This design comes from an exercise in tuning for small area, a short achievable clock period and few clock cycles on the open sky130 flow, not from production work.
Power is estimated from default activity; no workload was simulated.

Setup of job 6648:
==> flow/design.v <==
package cdq_pkg;
  localparam int unsigned DATA_W    = 32;
  localparam int unsigned OP_W      = 2;
  localparam int unsigned DEPTH_DEF = 16;
  typedef enum logic [OP_W-1:0] {
    OP_PUSH_REAR  = 2'd0,
    OP_PUSH_FRONT = 2'd1,
    OP_POP_FRONT  = 2'd2,
    OP_POP_REAR   = 2'd3
  } op_e;
endpackage
module circular_deque #(
  parameter int unsigned DEPTH = cdq_pkg::DEPTH_DEF
) (
  input  logic                              clk_i,
  input  logic                              rst_ni,
  input  logic                              req_valid_i,
  output logic                              req_ready_o,
  input  logic [cdq_pkg::OP_W-1:0]          req_operation_i,
  input  logic signed [cdq_pkg::DATA_W-1:0] req_push_value_i,
  output logic                              rsp_valid_o,
  input  logic                              rsp_ready_i,
  output logic                              rsp_status_o,
  output logic signed [cdq_pkg::DATA_W-1:0] rsp_popped_value_o,
  output logic                              rsp_is_full_o,
  output logic                              rsp_is_empty_o
);
  localparam int unsigned DW = cdq_pkg::DATA_W;
  localparam int unsigned N  = 16;
  logic [DW-1:0] ring_mem [N];
  logic [3:0] h_q, t_q;
  logic       full_q, empty_q;
  logic [3:0] occ;   
  logic       busy_q;   
  logic         p_v_q, p_st_q;
  logic [N-1:0] p_sel_q;
  logic          o_v_q, o_st_q, o_full_q, o_empty_q;
  logic [DW-1:0] o_val_q;
  logic [N-1:0] dec_h, dec_t, wr_en, rd_sel;
  logic op_pr, op_pf, op_qf, op_qr, accept, ok;
  logic [DW-1:0] p_val;
  logic o_free, p_to_o, p_v_d, o_v_d, ready;
  always_comb begin
    for (int i = 0; i < N; i++) begin
      dec_h[i] = (h_q == 4'(i));
      dec_t[i] = (t_q == 4'(i));
    end
  end
  assign occ    = t_q - h_q;
  assign op_pr  = (req_operation_i == cdq_pkg::OP_PUSH_REAR);
  assign op_pf  = (req_operation_i == cdq_pkg::OP_PUSH_FRONT);
  assign op_qf  = (req_operation_i == cdq_pkg::OP_POP_FRONT);
  assign op_qr  = (req_operation_i == cdq_pkg::OP_POP_REAR);
  assign accept = req_valid_i && ready;
  assign ok     = req_operation_i[1] ? !empty_q : !full_q;
  always_comb begin
    for (int i = 0; i < N; i++) begin
      wr_en[i]  = accept && !full_q &&
                  ((op_pr && dec_t[i]) || (op_pf && dec_h[(i + 1) % N]));
      rd_sel[i] = !empty_q &&
                  ((op_qf && dec_h[i]) || (op_qr && dec_t[(i + 1) % N]));
    end
  end
  always_ff @(posedge clk_i) begin
    for (int i = 0; i < N; i++) begin
      if (wr_en[i]) ring_mem[i] <= req_push_value_i;
    end
  end
  always_ff @(posedge clk_i or negedge rst_ni) begin
    if (!rst_ni) begin
      h_q     <= '0;
      t_q     <= '0;
      full_q  <= 1'b0;
      empty_q <= 1'b1;
    end else if (accept && ok) begin
      if (!req_operation_i[1]) begin
        full_q  <= (occ == 4'd15);
        empty_q <= 1'b0;
      end else begin
        full_q  <= 1'b0;
        empty_q <= (occ == 4'd1);
      end
      case (req_operation_i)
        cdq_pkg::OP_PUSH_REAR:  t_q <= t_q + 4'd1;
        cdq_pkg::OP_PUSH_FRONT: h_q <= h_q - 4'd1;
        cdq_pkg::OP_POP_FRONT:  h_q <= h_q + 4'd1;
        default:                t_q <= t_q - 4'd1;
      endcase
    end
  end
  always_ff @(posedge clk_i) begin
    if (accept) begin
      p_sel_q   <= rd_sel;
      p_st_q    <= !ok;
    end
  end
  always_comb begin
    p_val = '0;
    for (int i = 0; i < N; i++) p_val = p_val | ({DW{p_sel_q[i]}} & ring_mem[i]);
  end
  assign o_free = !o_v_q || rsp_ready_i;
  assign p_to_o = p_v_q && o_free;
  assign ready  = !busy_q || rsp_ready_i;
  assign p_v_d  = accept || (p_v_q && !o_free);
  assign o_v_d  = p_to_o || (o_v_q && !rsp_ready_i);
  always_ff @(posedge clk_i or negedge rst_ni) begin
    if (!rst_ni) begin
      p_v_q   <= 1'b0;
      o_v_q   <= 1'b0;
      busy_q  <= 1'b0;
    end else begin
      p_v_q   <= p_v_d;
      o_v_q   <= o_v_d;
      busy_q  <= p_v_d && o_v_d;
    end
  end
  always_ff @(posedge clk_i) begin
    if (p_to_o) begin
      o_st_q    <= p_st_q;
      o_val_q   <= p_val;
      o_full_q  <= full_q;
      o_empty_q <= empty_q;
    end
  end
  assign req_ready_o        = ready;
  assign rsp_valid_o        = o_v_q;
  assign rsp_status_o       = o_st_q;
  assign rsp_popped_value_o = o_val_q;
  assign rsp_is_full_o      = o_full_q;
  assign rsp_is_empty_o     = o_empty_q;
endmodule
Settings: LEC_CHECK=0, CAP_MARGIN=20, CORE_MARGIN=2, CORE_UTILIZATION=60, CTS_BUF_LIST=sky130_fd_sc_hd__clkbuf_16, CTS_CLUSTER_DIAMETER=60, CTS_CLUSTER_SIZE=30, SETUP_SLACK_MARGIN=2.4, SLEW_MARGIN=20; clock period 4.5 ns.
standard.sh (not shown) runs the stock make flow with config.mk's settings and CLKGATE_MAP_FILE= SYNTH_SCRIPT=/design/flow/synth_recipe.tcl, a recipe that flattens the netlist after the stock synthesis.
==> flow/flow/run.sh <==
#!/bin/bash
# The standard layout (standard.sh), with one logic-preserving netlist
# rewrite between synthesis and floorplan (flow/eco.tcl) and the port
# buffers inserted as buf_4 cells. Each tool's output goes to its own log.
set -euo pipefail
export BUFFER_PORTS_ARGS="-buffer_cell sky130_fd_sc_hd__buf_4"
bash standard.sh synth > synth.log 2>&1
export RES=$PWD/orfs/results/$FLOW_PLATFORM/circular_deque/base
openroad -no_init -exit flow/eco.tcl > eco.log 2>&1
bash standard.sh > layout.log 2>&1
Other scripts of this flow, unchanged in this note and not shown: flow/flow/eco.tcl
#### Input delta (job 3916 over job 6648)
-- flow/design.v --
<<< job 6648, line 34
  logic       busy_q;   
  logic         p_v_q, p_st_q;
  logic [N-1:0] p_sel_q;
  logic          o_v_q, o_st_q, o_full_q, o_empty_q;
  logic [DW-1:0] o_val_q;
  logic [N-1:0] dec_h, dec_t, wr_en, rd_sel;
  logic op_pr, op_pf, op_qf, op_qr, accept, ok;
  logic [DW-1:0] p_val;
  logic o_free, p_to_o, p_v_d, o_v_d, ready;
>>> job 3916, line 34
  logic       busy_q;   
  logic         p_v_q, p_st_q;
  logic         p_pop_q;    
  logic [3:0]   p_addr_q;   
  logic          o_v_q, o_st_q, o_full_q, o_empty_q;
  logic [DW-1:0] o_val_q;
  logic [N-1:0] dec_h, dec_t, wr_en, p_sel;
  logic op_pr, op_pf, accept, ok;
  logic [DW-1:0] p_val;
  logic o_free, p_to_o, p_v_d, o_v_d, ready;
<<< job 6648, line 50
  assign op_pr  = (req_operation_i == cdq_pkg::OP_PUSH_REAR);
  assign op_pf  = (req_operation_i == cdq_pkg::OP_PUSH_FRONT);
  assign op_qf  = (req_operation_i == cdq_pkg::OP_POP_FRONT);
  assign op_qr  = (req_operation_i == cdq_pkg::OP_POP_REAR);
  assign accept = req_valid_i && ready;
  assign ok     = req_operation_i[1] ? !empty_q : !full_q;
>>> job 3916, line 51
  assign op_pr  = (req_operation_i == cdq_pkg::OP_PUSH_REAR);
  assign op_pf  = (req_operation_i == cdq_pkg::OP_PUSH_FRONT);
  assign accept = req_valid_i && ready;
  assign ok     = req_operation_i[1] ? !empty_q : !full_q;
<<< job 6648, line 58
      wr_en[i]  = accept && !full_q &&
                  ((op_pr && dec_t[i]) || (op_pf && dec_h[(i + 1) % N]));
      rd_sel[i] = !empty_q &&
                  ((op_qf && dec_h[i]) || (op_qr && dec_t[(i + 1) % N]));
    end
  end
>>> job 3916, line 57
      wr_en[i]  = accept && !full_q &&
                  ((op_pr && dec_t[i]) || (op_pf && dec_h[(i + 1) % N]));
      p_sel[i]  = p_pop_q && (p_addr_q == 4'(i));
    end
  end
<<< job 6648, line 91
  always_ff @(posedge clk_i) begin
    if (accept) begin
      p_sel_q   <= rd_sel;
      p_st_q    <= !ok;
    end
>>> job 3916, line 89
  always_ff @(posedge clk_i) begin
    if (accept) begin
      p_pop_q   <= req_operation_i[1] && !empty_q;
      p_addr_q  <= req_operation_i[0] ? t_q - 4'd1 : h_q;
      p_st_q    <= !ok;
    end
<<< job 6648, line 97
  always_comb begin
    p_val = '0;
    for (int i = 0; i < N; i++) p_val = p_val | ({DW{p_sel_q[i]}} & ring_mem[i]);
  end
  assign o_free = !o_v_q || rsp_ready_i;
>>> job 3916, line 96
  always_comb begin
    p_val = '0;
    for (int i = 0; i < N; i++) p_val = p_val | ({DW{p_sel[i]}} & ring_mem[i]);
  end
  assign o_free = !o_v_q || rsp_ready_i;
### Flow results
- Number of buffers other than clock buffers in the final layout, job 3916 and job 6648, lower one = job 6648.
- Higher number of cells produced by synthesis was reported by job 3916, not job 6648.
- For post-route cell area, dividing the value from job 3916 by the value from job 6648 gives 1.07.
- Compared job 3916 vs job 6648, and proportion of final cell area spent on non-clock buffers is up in job 3916.
- Relative to job 6648, job 3916 degrades global-route wire length before repair.
- From job 6648 to job 3916 the numbers moved as follows: final period demand of the worst path rose by 0.094 ns; die area rose by 0.0014 mm2.
- Relative to job 6648, job 3916 degrades total power of the final layout.
- Against job 6648, job 3916 comes in 0.0014 mm2 higher on area occupied by multi-input gates.
No run of this note included a check of the RTL's function; only the layout flow was run.

==> port drivers added, routing unchanged <==
Ports are ideal in the flow. The routed layouts listed here were re-timed in OpenROAD.
Step 1, drivers: a clkbuf_16 drives clk_i and a buf_2 each remaining input, both assumed.
Step 2, shift: input delay + t, output delay - t, t = (earliest + latest rising clock arrival at the registers) / 2. This alone moves slack from input paths to output paths.
Slacks: ideal ports / drivers / drivers and shift; pairs: ideal ports / drivers.
| run | shift t [ns] | setup WS [ns] | hold slack, ns | worst register clock-pin slew, ns | worst slew at a driven data input, ns |
|---|---|---|---|---|---|
| job 6648 | 0.600 | 2.414 / 2.374 / 1.876 | 0.199 / 0.166 / 0.430 | 0.10 / 0.10 | 0.07 |
| job 3916 | 0.611 | 2.319 / 2.319 / 1.904 | 0.181 / 0.149 / 0.442 | 0.10 / 0.10 | 0.05 |
After both steps setup and hold are still met in every run listed. The setup slack of job 6648, which loses most, moves by -0.040 ns with the drivers and by -0.538 ns with both steps.
